This is an optimization exercise on Yosys and OpenROAD, whose aim is small area, a short achievable clock period and few clock cycles per item, not a production implementation. The RTL was checked by simulation tests, not by an equivalence proof against the original design. Power and IR drop assume default switching activity.

==> design/flow/design.v <==
package ffba_pkg;
  localparam int unsigned MAX_SEGMENTS = 16;
  localparam int unsigned HEADER_BYTES = 32;
  localparam int unsigned IDX_W = $clog2(MAX_SEGMENTS);
  localparam int unsigned CNT_W = $clog2(MAX_SEGMENTS + 1);
  localparam logic [31:0] SIZE_CEILING = 32'd100000000;
  localparam logic [31:0] HDR32 = 32'(HEADER_BYTES);
  localparam logic [31:0] HEAP_LIMIT_RST = 32'd1048576;
  localparam logic [15:0] SPLIT_MIN_RST = 16'd128;
  localparam logic [26:0] LARGE_THR_RST = 27'd131072;
  localparam logic [1:0] REG_HEAP_LIMIT = 2'd0;
  localparam logic [1:0] REG_SPLIT_MIN = 2'd1;
  localparam logic [1:0] REG_LARGE_THR = 2'd2;
  localparam logic CMD_ALLOC = 1'b0;
  localparam logic CMD_FREE = 1'b1;
  localparam logic [1:0] ST_OK = 2'd0;
  localparam logic [1:0] ST_BAD_SIZE = 2'd1;
  localparam logic [1:0] ST_NO_MEM = 2'd2;
  localparam logic [1:0] ST_BAD_ADDR = 2'd3;
  typedef enum logic [3:0] {
    OP_NONE = 4'd0,
    OP_LOAD = 4'd1,    
    OP_SCAN = 4'd2,    
    OP_ALLOC_HIT = 4'd3,
    OP_ALLOC_TAIL = 4'd4,
    OP_FREE_HIT = 4'd5,
    OP_SHIFT_UP = 4'd6,
    OP_SHIFT_DN = 4'd7,
    OP_COUNT = 4'd8,
    OP_DONE = 4'd9,
    OP_REWIND = 4'd10  
  } op_t;
  typedef struct packed {
    op_t op;
  } ctl_t;
  typedef struct packed {
    logic scan_end;     
    logic hit;          
    logic count_end;    
    logic is_alloc;
    logic need_shift_up;
    logic need_shift_dn;
    logic early_done;   
  } sts_t;
endpackage
module ffba_ctrl (
  input  logic            clk,
  input  logic            rst_n,
  input  logic            start,
  output logic            busy,
  input  ffba_pkg::sts_t  sts,
  output ffba_pkg::ctl_t  ctl
);
  typedef enum logic [7:0] {
    S_IDLE  = 8'b0000_0001,
    S_CHECK = 8'b0000_0010,
    S_SCAN  = 8'b0000_0100,
    S_ACT   = 8'b0000_1000,
    S_SHIFT = 8'b0001_0000,
    S_CNT   = 8'b0010_0000,
    S_DONE  = 8'b0100_0000,
    S_TAIL  = 8'b1000_0000
  } state_t;
  state_t state_r, state_nxt;
  always_ff @(posedge clk) begin
    if (!rst_n) state_r <= S_IDLE;
    else state_r <= state_nxt;
  end
  always_comb begin
    state_nxt = state_r;
    ctl.op = ffba_pkg::OP_NONE;
    case (state_r)
      S_IDLE: begin
        if (start) begin
          ctl.op = ffba_pkg::OP_LOAD;
          state_nxt = S_CHECK;
        end
      end
      S_CHECK: begin
        if (sts.early_done) state_nxt = S_CNT;
        else state_nxt = S_SCAN;
      end
      S_SCAN: begin
        if (sts.scan_end) begin
          if (sts.is_alloc) begin
            state_nxt = S_TAIL;
          end else begin
            ctl.op = ffba_pkg::OP_REWIND;  
            state_nxt = S_CNT;
          end
        end else if (sts.hit) begin
          state_nxt = S_ACT;
        end else begin
          ctl.op = ffba_pkg::OP_SCAN;
        end
      end
      S_ACT: begin
        ctl.op = sts.is_alloc ? ffba_pkg::OP_ALLOC_HIT : ffba_pkg::OP_FREE_HIT;
        state_nxt = S_SHIFT;
      end
      S_TAIL: begin
        ctl.op = ffba_pkg::OP_ALLOC_TAIL;
        state_nxt = S_CNT;
      end
      S_SHIFT: begin
        if (sts.need_shift_up) begin
          ctl.op = ffba_pkg::OP_SHIFT_UP;
        end else if (sts.need_shift_dn) begin
          ctl.op = ffba_pkg::OP_SHIFT_DN;
        end else begin
          ctl.op = ffba_pkg::OP_REWIND;
          state_nxt = S_CNT;
        end
      end
      S_CNT: begin
        if (sts.count_end) begin
          ctl.op = ffba_pkg::OP_DONE;
          state_nxt = S_DONE;
        end else begin
          ctl.op = ffba_pkg::OP_COUNT;
        end
      end
      S_DONE: state_nxt = S_IDLE;
      default: state_nxt = S_IDLE;
    endcase
  end
  assign busy = (state_r != S_IDLE);
endmodule
module ffba_dp (
  input  logic                  clk,
  input  logic                  rst_n,
  input  ffba_pkg::ctl_t        ctl,
  output ffba_pkg::sts_t        sts,
  input  logic                  in_command,
  input  logic [26:0]           in_req_size,
  input  logic [31:0]           in_req_addr,
  input  logic [31:0]           heap_limit,
  input  logic [15:0]           split_min,
  input  logic [26:0]           large_threshold,
  output logic                  out_valid,
  output logic [1:0]            out_status,
  output logic [31:0]           out_grant_addr,
  output logic [4:0]            out_free_blocks,
  output logic [31:0]           out_free_bytes,
  output logic [4:0]            out_used_blocks,
  output logic [31:0]           out_used_bytes
);
  localparam int unsigned IW = ffba_pkg::IDX_W;
  localparam int unsigned CW = ffba_pkg::CNT_W;
  logic [31:0] pay_r  [ffba_pkg::MAX_SEGMENTS];
  logic        fre_r  [ffba_pkg::MAX_SEGMENTS];
  logic          cmd_r;
  logic [26:0]   size_r;
  logic [31:0]   addr_r;
  logic [CW-1:0] cnt_r, cnt_nxt;      
  logic [CW-1:0] idx_r;               
  logic [CW-1:0] hit_r;               
  logic [32:0]   off_r;               
  logic [31:0]   heap_end_r;
  logic [1:0]    status_r;
  logic [31:0]   grant_r;
  logic          early_r;
  logic          up_r, dn_r;
  logic [CW-1:0] stop_r;              
  logic [31:0]   ins_pay_r;           
  logic [CW-1:0] fc_r, fc_nxt;
  logic [31:0]   ft_r, ut_r;
  logic          vld_r;
  logic [IW-1:0] ix;
  logic [31:0]   cur_pay;
  logic          cur_free;
  logic [32:0]   pay_off;
  logic          alloc_hit, free_hit;
  logic [33:0]   need;
  logic [33:0]   tail_sum;
  logic [IW-1:0] lix;
  assign ix       = idx_r[IW-1:0];
  assign cur_pay  = pay_r[ix];
  assign cur_free = fre_r[ix];
  assign pay_off  = off_r + 33'(ffba_pkg::HEADER_BYTES);
  assign alloc_hit = cur_free && (cur_pay >= {5'd0, size_r});
  assign free_hit  = (pay_off == {1'b0, addr_r});
  assign need = 34'(split_min) + 34'(ffba_pkg::HEADER_BYTES) + 34'(size_r);
  assign lix = IW'(cnt_r - CW'(1));
  always_comb begin
    sts.scan_end  = (idx_r >= cnt_r);
    sts.hit       = cmd_r == ffba_pkg::CMD_ALLOC ? alloc_hit : free_hit;
    sts.count_end = (idx_r >= cnt_r);
    sts.is_alloc  = (cmd_r == ffba_pkg::CMD_ALLOC);
    sts.need_shift_up = up_r;
    sts.need_shift_dn = dn_r;
    sts.early_done = early_r;
  end
  always_comb begin
    if (cnt_r != '0 && fre_r[lix])
      tail_sum = {2'b0, heap_end_r} + 34'(size_r) - 34'(pay_r[lix]);
    else
      tail_sum = {2'b0, heap_end_r} + 34'(ffba_pkg::HEADER_BYTES) + 34'(size_r);
  end
  always_ff @(posedge clk) begin
    if (!rst_n) begin
      cnt_r <= '0;
      heap_end_r <= '0;
      vld_r <= 1'b0;
      up_r <= 1'b0;
      dn_r <= 1'b0;
    end else begin
      vld_r <= (ctl.op == ffba_pkg::OP_DONE);
      case (ctl.op)
        ffba_pkg::OP_LOAD: begin
          cmd_r <= in_command;
          size_r <= in_req_size;
          addr_r <= in_req_addr;
          idx_r <= '0;
          off_r <= '0;
          grant_r <= '0;
          up_r <= 1'b0;
          dn_r <= 1'b0;
          fc_r <= '0;
          ft_r <= '0;
          ut_r <= '0;
          if (in_command == ffba_pkg::CMD_ALLOC) begin
            early_r <= (in_req_size == '0) || ({5'd0, in_req_size} > ffba_pkg::SIZE_CEILING)
                       || (in_req_size >= large_threshold);
            status_r <= ((in_req_size == '0) ||
                         ({5'd0, in_req_size} > ffba_pkg::SIZE_CEILING) ||
                         (in_req_size >= large_threshold)) ? ffba_pkg::ST_BAD_SIZE
                                                           : ffba_pkg::ST_OK;
          end else begin
            early_r <= (in_req_addr == '0);
            status_r <= (in_req_addr == '0) ? ffba_pkg::ST_OK : ffba_pkg::ST_BAD_ADDR;
          end
        end
        ffba_pkg::OP_SCAN: begin
          idx_r <= idx_r + CW'(1);
          off_r <= off_r + 33'(ffba_pkg::HEADER_BYTES) + 33'(cur_pay);
        end
        ffba_pkg::OP_ALLOC_HIT: begin
          grant_r <= pay_off[31:0];
          status_r <= ffba_pkg::ST_OK;
          fre_r[ix] <= 1'b0;
          hit_r <= idx_r;
          if ({2'b0, cur_pay} >= need && cnt_r < CW'(ffba_pkg::MAX_SEGMENTS)) begin
            pay_r[ix] <= {5'd0, size_r};
            ins_pay_r <= cur_pay - {5'd0, size_r} - ffba_pkg::HDR32;
            up_r <= 1'b1;
            stop_r <= idx_r + CW'(1);
            idx_r <= cnt_r;
            cnt_r <= cnt_r + CW'(1);
          end else begin
            stop_r <= idx_r;
          end
        end
        ffba_pkg::OP_ALLOC_TAIL: begin
          idx_r <= '0;
          if (tail_sum > {2'b0, heap_limit} ||
              (!(cnt_r != '0 && fre_r[lix]) && cnt_r >= CW'(ffba_pkg::MAX_SEGMENTS))) begin
            status_r <= ffba_pkg::ST_NO_MEM;
          end else if (cnt_r != '0 && fre_r[lix]) begin
            grant_r <= heap_end_r - pay_r[lix];
            pay_r[lix] <= {5'd0, size_r};
            fre_r[lix] <= 1'b0;
            heap_end_r <= tail_sum[31:0];
            status_r <= ffba_pkg::ST_OK;
          end else begin
            grant_r <= heap_end_r + ffba_pkg::HDR32;
            pay_r[IW'(cnt_r)] <= {5'd0, size_r};
            fre_r[IW'(cnt_r)] <= 1'b0;
            cnt_r <= cnt_r + CW'(1);
            heap_end_r <= tail_sum[31:0];
            status_r <= ffba_pkg::ST_OK;
          end
        end
        ffba_pkg::OP_FREE_HIT: begin
          if (cur_free) begin
            stop_r <= idx_r;  
          end else begin
            status_r <= ffba_pkg::ST_OK;
            begin : merge
              logic nf, pf;
              logic [31:0] np;
              nf = (idx_r + CW'(1) < cnt_r) && fre_r[IW'(idx_r + CW'(1))];
              pf = (idx_r != '0) && fre_r[IW'(idx_r - CW'(1))];
              np = cur_pay + (nf ? ffba_pkg::HDR32 + pay_r[IW'(idx_r + CW'(1))] : 32'd0);
              if (pf) begin
                pay_r[IW'(idx_r - CW'(1))] <= pay_r[IW'(idx_r - CW'(1))]
                                               + ffba_pkg::HDR32 + np;
                dn_r <= (idx_r + (nf ? CW'(2) : CW'(1))) < cnt_r;
                hit_r <= nf ? CW'(2) : CW'(1);
                cnt_r <= cnt_r - (nf ? CW'(2) : CW'(1));
                stop_r <= cnt_r - (nf ? CW'(2) : CW'(1));
              end else begin
                pay_r[ix] <= np;
                fre_r[ix] <= 1'b1;
                idx_r <= idx_r + CW'(1);
                dn_r <= nf && (idx_r + CW'(2) < cnt_r);
                hit_r <= CW'(1);
                cnt_r <= cnt_r - (nf ? CW'(1) : CW'(0));
                stop_r <= nf ? cnt_r - CW'(1) : idx_r + CW'(1);
              end
            end
          end
        end
        ffba_pkg::OP_SHIFT_UP: begin
          if (idx_r == stop_r + CW'(1)) begin
            pay_r[IW'(stop_r)] <= ins_pay_r;
            fre_r[IW'(stop_r)] <= 1'b1;
            pay_r[ix] <= pay_r[IW'(idx_r - CW'(1))];
            fre_r[ix] <= fre_r[IW'(idx_r - CW'(1))];
          end else if (idx_r == stop_r) begin
            pay_r[IW'(stop_r)] <= ins_pay_r;
            fre_r[IW'(stop_r)] <= 1'b1;
          end else begin
            pay_r[ix] <= pay_r[IW'(idx_r - CW'(1))];
            fre_r[ix] <= fre_r[IW'(idx_r - CW'(1))];
          end
          if (idx_r == stop_r + CW'(1) || idx_r == stop_r) begin
            up_r <= 1'b0;
            idx_r <= stop_r;
          end else begin
            idx_r <= idx_r - CW'(1);
          end
        end
        ffba_pkg::OP_SHIFT_DN: begin
          pay_r[ix] <= pay_r[IW'(idx_r + hit_r)];
          fre_r[ix] <= fre_r[IW'(idx_r + hit_r)];
          if (idx_r + CW'(1) >= stop_r) begin
            dn_r <= 1'b0;
            idx_r <= stop_r;
          end else begin
            idx_r <= idx_r + CW'(1);
          end
        end
        ffba_pkg::OP_REWIND: begin
          idx_r <= '0;
        end
        ffba_pkg::OP_COUNT: begin
          idx_r <= idx_r + CW'(1);
          fc_r <= fc_nxt;
          ut_r <= ut_r + cur_pay;
          if (cur_free) ft_r <= ft_r + cur_pay;
        end
        default: ;
      endcase
    end
  end
  assign cnt_nxt = cnt_r;
  assign fc_nxt  = fc_r + CW'(cur_free);
  assign out_valid       = vld_r;
  assign out_status      = status_r;
  assign out_grant_addr  = grant_r;
  assign out_free_blocks = 5'(fc_r);
  assign out_free_bytes  = ft_r;
  assign out_used_blocks = 5'(cnt_nxt);
  assign out_used_bytes  = ut_r;
endmodule
module first_fit_block_allocator_unit (
  input  logic        clk,
  input  logic        rst_n,
  input  logic        start,
  output logic        busy,
  input  logic        in_command,
  input  logic [26:0] in_req_size,
  input  logic [31:0] in_req_addr,
  output logic        out_valid,
  output logic [1:0]  out_status,
  output logic [31:0] out_grant_addr,
  output logic [4:0]  out_free_blocks,
  output logic [31:0] out_free_bytes,
  output logic [4:0]  out_used_blocks,
  output logic [31:0] out_used_bytes,
  input  logic        cfg_valid,
  output logic        cfg_ready,
  input  logic [1:0]  cfg_index,
  input  logic [31:0] cfg_data
);
  ffba_pkg::ctl_t ctl;
  ffba_pkg::sts_t sts;
  logic [31:0] heap_limit_r;
  logic [15:0] split_min_r;
  logic [26:0] large_thr_r;
  assign cfg_ready = !busy;
  always_ff @(posedge clk) begin
    if (!rst_n) begin
      heap_limit_r <= ffba_pkg::HEAP_LIMIT_RST;
      split_min_r  <= ffba_pkg::SPLIT_MIN_RST;
      large_thr_r  <= ffba_pkg::LARGE_THR_RST;
    end else if (cfg_valid && cfg_ready) begin
      case (cfg_index)
        ffba_pkg::REG_HEAP_LIMIT: heap_limit_r <= cfg_data;
        ffba_pkg::REG_SPLIT_MIN:  split_min_r  <= cfg_data[15:0];
        ffba_pkg::REG_LARGE_THR:  large_thr_r  <= cfg_data[26:0];
        default: ;
      endcase
    end
  end
  ffba_ctrl u_ctrl (
    .clk   (clk),
    .rst_n (rst_n),
    .start (start),
    .busy  (busy),
    .sts   (sts),
    .ctl   (ctl)
  );
  ffba_dp u_dp (
    .clk             (clk),
    .rst_n           (rst_n),
    .ctl             (ctl),
    .sts             (sts),
    .in_command      (in_command),
    .in_req_size     (in_req_size),
    .in_req_addr     (in_req_addr),
    .heap_limit      (heap_limit_r),
    .split_min       (split_min_r),
    .large_threshold (large_thr_r),
    .out_valid       (out_valid),
    .out_status      (out_status),
    .out_grant_addr  (out_grant_addr),
    .out_free_blocks (out_free_blocks),
    .out_free_bytes  (out_free_bytes),
    .out_used_blocks (out_used_blocks),
    .out_used_bytes  (out_used_bytes)
  );
endmodule
==> design/flow/run.sh <==
#!/bin/bash
# synth_recipe.tcl (not shown) runs the flow's synth.tcl, then flattens the netlist and writes it again
# the make line also repeats each setting of config.mk as NAME=value (left out here)
make -C /OpenROAD-flow-scripts/flow DESIGN_CONFIG=/design/flow/config.mk WORK_HOME=/design/flow/orfs CLKGATE_MAP_FILE= SYNTH_SCRIPT=/design/flow/synth_recipe.tcl finish
==> design/flow/config.mk <==
export PLATFORM = sky130hd
export DESIGN_NAME = first_fit_block_allocator_unit
export DESIGN_NICKNAME = first_fit_block_allocator_unit
export VERILOG_FILES = /design/flow/design.v
export SDC_FILE = /design/flow/constraint.sdc
export NUM_CORES = 4
export LEC_CHECK = 0
export CAP_MARGIN = 20
export CORE_MARGIN = 2
export CORE_UTILIZATION = 40
export SETUP_SLACK_MARGIN = 0.5
export SLEW_MARGIN = 20
==> design/flow/constraint.sdc <==
create_clock -name core_clock -period 12.0 [get_ports {clk}]
set_input_delay 2.4000 -clock core_clock [delete_from_list [all_inputs] [get_ports {clk}]]
set_output_delay 2.4000 -clock core_clock [all_outputs]
set_load 0.01 [all_outputs]
==> tab_implementation.tex <==
\begin{tabular}{lr}
\hline
Metric & Value \\
\hline
\multicolumn{2}{l}{\textbf{Outcome}} \\
\quad Result of the run & no timing/DRC/antenna violations \\
\multicolumn{2}{l}{\textbf{Final layout}} \\
\quad Area of the multi-input gates & a little over 50,000 sq um \\
\quad NumNets Final & 8,403 \\
\quad Share of final-layout standard cells stronger than drive strength 1 & $\sim$16\% \\
\quad Fillers & approximately 18,000 \\
\quad Layout Area Growth over Synthesis & 11.2\% \\
\quad Sequential cell area & around 26,000 sq um \\
\multicolumn{2}{l}{\textbf{STA}} \\
\quad Final TNS setup & 0 ps \\
\quad Slew headroom & 17.2\% \\
\quad Setup repair after global routing missed its margin & false \\
\quad Worst-margin pin slew & around 1200 ps \\
\quad Final count of pins violating max slew & 0 \\
\quad Final setup fails & 0 \\
\quad Hold violation total from the final report & 0 \\
\quad Highest achievable clock rate & 90.9 MHz \\
\quad Setup slack of the critical path after layout & a little under 1000 ps \\
\quad Minimum clock period & about 11,000 ps \\
\quad Setup skew after layout & 68.3 ps \\
\quad Post-route fraction of the period consumed by the critical path & 91.7\% \\
\multicolumn{2}{l}{\textbf{Floorplanning}} \\
\quad Chip width & approximately 450 um \\
\quad Core footprint & 199,000 sq um \\
\quad I/O pin count & roughly 210 \\
\quad Die outline height & 451 um \\
\quad Num rows & approximately 160 \\
\quad Die footprint & around 200,000 sq um \\
\quad Initial Util & 40.1\% \\
\multicolumn{2}{l}{\textbf{Routing}} \\
\quad Sum of routed wire length over all layers & approximately 330,000 um \\
\quad Routed length per instance & between 30 and 40 um \\
\quad Detail Route Antenna Nets & 0 \\
\quad Post-detailed-route DRC marker count & 0 \\
\quad Routed via count & around 70,000 \\
\quad Violation count after the first detailed-routing iteration & 10,053 \\
\quad DR vias/cell & about 6.6 \\
\quad DR pass1 iterations & 6 \\
\multicolumn{2}{l}{\textbf{Worst setup path}} \\
\quad Category of cells accounting for the largest share of critical-path delay & compound AO/OA/AOI/OAI gates \\
\quad Depth of the worst register-to-register path & 31 \\
\quad Critical Path End Type & flop \\
\quad Critical path launch point type & flop \\
\quad Worst R2R End & u\_dp.pay\_r[13][2]\$\_DFFE\_PP\_ \\
\quad Count of buffer and inverter cells on the critical path & 4 \\
\quad Worst path most repeated cell & sky130\_fd\_sc\_hd\_\_o21ai\_0 \\
\quad Capture point of the critical path & u\_dp.pay\_r[13][2]\$\_DFFE\_PP\_ \\
\quad Source of the worst register-to-register timing path & u\_dp.cnt\_r[0]\$\_SDFFE\_PN0P\_ \\
\quad Max stage delay cell, worst path & sky130\_fd\_sc\_hd\_\_o21ai\_4 \\
\quad Register-to-register setup slack & 990 ps \\
\quad Largest incremental delay on the critical path & between 700 and 800 ps \\
\quad Maximum fanout count along the critical path & 32 \\
\quad Endpoint required time on the critical path & approximately 13,000 ps \\
\quad Origin of the worst setup path & u\_dp.cnt\_r[0]\$\_SDFFE\_PN0P\_ \\
\quad Worst Setup Path Type & reg2reg \\
\quad Critical path depth & 31 \\
\quad Arrival time reported for the critical path endpoint & 11,510 ps \\
\multicolumn{2}{l}{\textbf{Global route}} \\
\quad Largest net degree at the start of global routing & 100 \\
\quad Total grt overflow & 0 \\
\quad Antenna violations before repair & 21 \\
\quad First-pass GRT wire length & about 480,000 um \\
\quad Combined global-route utilization of all metal layers & roughly a third \\
\quad Vias in the first global route & about 67,000 \\
\multicolumn{2}{l}{\textbf{Clocking}} \\
\quad Clock tree root buffer cell & sky130\_fd\_sc\_hd\_\_clkbuf\_16 \\
\quad Clock H-tree levels & 3 \\
\quad Source-to-sink clock delay at the later pin of the worst-skew pair & between 800 and 900 ps \\
\quad Number of gates resized after cts & 0 \\
\quad Max Root-Sink Buffers & 3 \\
\quad Clock tree from TritonCTS & done \\
\quad TritonCTS buffer count & 110 \\
\quad Clock net sink count & about 900 \\
\quad Number of buffers inserted for hold repair after clock tree synthesis & 0 \\
\quad Setup fix buffers added after clock tree synthesis & 0 \\
\quad Post-CTS clock slew at the launch and capture registers of the worst setup and hold paths & $\sim$70 ps \\
\multicolumn{2}{l}{\textbf{Placed design}} \\
\quad Last weighted congestion value of the routability-driven placer & $\sim$1.0 \\
\quad Place WS & roughly 1300 ps \\
\quad Half-perimeter wire length of the detailed placement result & 236,000 um \\
\quad Count of buffers from port buffering & between 200 and 250 \\
\multicolumn{2}{l}{\textbf{Logic synthesis}} \\
\quad Sequential cell area fraction in the yosys report & 31.9\% \\
\quad Fraction of synthesis flops using an asynchronous set or reset pin & 0\% \\
\quad Net count after synthesis & 8,440 \\
\quad Post-Synthesis Cells & slightly below 8,000 \\
\quad Mean cell area of the mapped netlist & slightly above 10 sq um \\
\quad Most used flip-flop cell after synthesis & sky130\_fd\_sc\_hd\_\_edfxtp\_1 \\
\quad Most common library cells after synthesis & sky130\_fd\_sc\_hd\_\_nand2\_1, sky130\_fd\_sc\_hd\_\_mux4\_2, sky130\_fd\_sc\_hd\_\_edfxtp\_1, sky130\_fd\_sc\_hd\_\_o21ai\_0, sky130\_fd\_sc\_hd\_\_ha\_1 \\
\quad Share of the synthesized area in the top cell type & between 20\% and 30\% \\
\quad Cell type contributing the most total cell area after synthesis & sky130\_fd\_sc\_hd\_\_edfxtp\_1 \\
\quad Number of enable flip-flop cells after synthesis & around 760 \\
\quad Count of yosys warnings during synthesis & 3 \\
\quad Cell with the most instances after synthesis & sky130\_fd\_sc\_hd\_\_nand2\_1 \\
\quad Largest cells by area after synthesis & sky130\_fd\_sc\_hd\_\_edfxtp\_1, sky130\_fd\_sc\_hd\_\_mux4\_2, sky130\_fd\_sc\_hd\_\_ha\_1, sky130\_fd\_sc\_hd\_\_nand2\_1, sky130\_fd\_sc\_hd\_\_o21ai\_0 \\
\quad Number of distinct library cells after synthesis & between 100 and 150 \\
\quad Flops \& latches, synth & between 800 and 900 \\
\quad Post-Synthesis Cell Area & 79,900 sq um \\
\multicolumn{2}{l}{\textbf{Hold path}} \\
\quad Hold Path Class & reg2reg \\
\multicolumn{2}{l}{\textbf{Power}} \\
\quad Worst IR drop on VDD & 128 uV \\
\quad LEAKAGE & 0.0312 uW \\
\quad Areal power density over the cells & 111 nW/um\^{}2 \\
\multicolumn{2}{l}{\textbf{Flow run}} \\
\quad Number of max-cap violations & 0 \\
\hline
\end{tabular}
[how the worst min path moves through the flow]
stage	slack, ps	start	endpoint	cells after the start
floorplan	430	heap_limit_r[10]$_SDFFE_PN0P_	heap_limit_r[10]$_SDFFE_PN0P_	2
finish	450	large_thr_r[13]$_SDFFE_PN0P_	large_thr_r[13]$_SDFFE_PN0P_	2
global route	460	large_thr_r[13]$_SDFFE_PN0P_	large_thr_r[13]$_SDFFE_PN0P_	2
global placement	440	large_thr_r[18]$_SDFFE_PN0P_	large_thr_r[18]$_SDFFE_PN0P_	2
detailed placement	440	large_thr_r[11]$_SDFFE_PN0P_	large_thr_r[11]$_SDFFE_PN0P_	2
CTS	450	large_thr_r[11]$_SDFFE_PN0P_	large_thr_r[11]$_SDFFE_PN0P_	2
[area by class of cell]
cell class	count	area share, %
Sequential cell	898	28.8
Antenna cell	12	0.0338
Multi-Input combinational cell	6039	57.8
Clock inverter	66	0.859
Clock buffer	142	3.37
Timing Repair Buffer	385	4.04
Tap cell	2656	3.74
Inverter	326	1.38
[sequential cells by signal (all words and copies together), names as in the netlist, 8 cells and up, named ones only]
name	cells
u_dp.ins_pay_r	32
split_min_r	16
u_dp.pay_r	512
u_dp.heap_end_r	32
u_dp.grant_r	32
u_dp.off_r	33
u_dp.size_r	27
u_dp.addr_r	32
u_dp.ut_r	32
u_ctrl.state_r	8
u_dp.ft_r	32
heap_limit_r	32
u_dp.fre_r	16
large_thr_r	27
[where the power goes]
part	internal (uW)	switching [uW]	total (uW)
sequential	3430	56.4	3490
clock	2020	1560	3580
combinational	1060	1710	2770
total	6510	3330	9840
[metrics by stage]
stage                     utilization [%]  total power (uW)  hold slack (ps)  cell area, sq um  std cells
after global placement               42.6              6190              438             84900      10298
after floorplan                         -              5320              432             79900       7797
after CTS                            44.5              9760              451             88800      10509
after detailed placement             42.7              6210              443             85000      10301
after global routing                 44.6             10200              462             88800      10513
final                                44.6              9840              449             88900      10524
[metal layers]
layer / track usage [%] / up-vias / part of all wire (%)
li1: - / 29607 / -
met1: 41.0 / 34273 / 38
met2: 47.0 / 5105 / 43
met3: 11.6 / 895 / 14
met4: 17.3 / 20 / 6.1
met5: 0 / - / 0.044
[cell families (layout without fill, tap and decap cells)]
group | Yosys count | count (layout) | share of synthesized area, %
AOI/OAI and AO/OA | 1802 | 1802 | 13.6
xor gates and xnor gates | 418 | 418 | 4.65
adders and majority gates | 545 | 545 | 8.68
buffers and inverters | 860 | 919 | 4.40
DFF | 898 | 898 | 31.9
muxes | 869 | 869 | 22.9
other | 0 | 12 | 0
and+or+nand+nor | 2405 | 2405 | 13.8
[cell usage in the layout (no fill, tap or decap), types with 16 or more instances in the layout]
cell and instances:
sky130_fd_sc_hd__a211o_1 19, sky130_fd_sc_hd__a211oi_1 42, sky130_fd_sc_hd__a21o_1 126, sky130_fd_sc_hd__a21oi_1 438, sky130_fd_sc_hd__a31oi_1 51, sky130_fd_sc_hd__a32o_1 18
sky130_fd_sc_hd__and2_1 45, sky130_fd_sc_hd__and3_1 84, sky130_fd_sc_hd__buf_4 161, sky130_fd_sc_hd__clkbuf_1 23, sky130_fd_sc_hd__clkbuf_16 113, sky130_fd_sc_hd__clkdlybuf4s50_1 208
sky130_fd_sc_hd__clkinv_2 16, sky130_fd_sc_hd__dfxtp_1 138, sky130_fd_sc_hd__edfxtp_1 755, sky130_fd_sc_hd__ha_1 526, sky130_fd_sc_hd__inv_1 320, sky130_fd_sc_hd__mux2_2 37
sky130_fd_sc_hd__mux2i_1 70, sky130_fd_sc_hd__mux4_2 762, sky130_fd_sc_hd__nand2_1 1083, sky130_fd_sc_hd__nand2b_1 72, sky130_fd_sc_hd__nand3_1 219, sky130_fd_sc_hd__nand4_1 72
sky130_fd_sc_hd__nor2_1 438, sky130_fd_sc_hd__nor2b_1 65, sky130_fd_sc_hd__nor3_1 107, sky130_fd_sc_hd__nor4_1 38, sky130_fd_sc_hd__o211ai_1 51, sky130_fd_sc_hd__o21a_1 68
sky130_fd_sc_hd__o21ai_0 653, sky130_fd_sc_hd__o21ai_1 45, sky130_fd_sc_hd__o21ai_4 16, sky130_fd_sc_hd__o21bai_1 41, sky130_fd_sc_hd__o22ai_1 17, sky130_fd_sc_hd__o31ai_1 31
sky130_fd_sc_hd__or2_2 22, sky130_fd_sc_hd__or3_1 47, sky130_fd_sc_hd__xnor2_1 272, sky130_fd_sc_hd__xor2_1 134
[worst min-delay path, stage by stage (launching register included)]
cell	delay, ps
sky130_fd_sc_hd__dfxtp_1	300
sky130_fd_sc_hd__nand2_1	50
sky130_fd_sc_hd__a21oi_1	50
Testbench counts, summed over its fixed seeds: cycles 148,805, items 4,800.

[what the ideal ports hide]
In the flow no input, the clock included, has a driving cell. The finished layout below was timed again as built, in two steps. Step 1, drivers: a clkbuf_16 drives clk and a buf_2 each remaining input, both assumed. Step 2, shift: input delay + t, output delay - t, t = (earliest + latest rising clock arrival at the registers) / 2. This alone moves slack from input paths to output paths. Three values: no drivers, after step 1, after step 2; two values: the first two.
t (ns): 0.900
setup slack, ns: 0.994 / 0.994 / 0.994
worst hold slack (ns): 0.449 / 0.449 / 0.449
worst setup path at the end: register to register
pins driven straight from the clock port: 1
After both steps setup and hold are still met in this run. For this run, drivers alone change the setup slack by 0.000 ns; drivers and shift together by 0.000 ns.
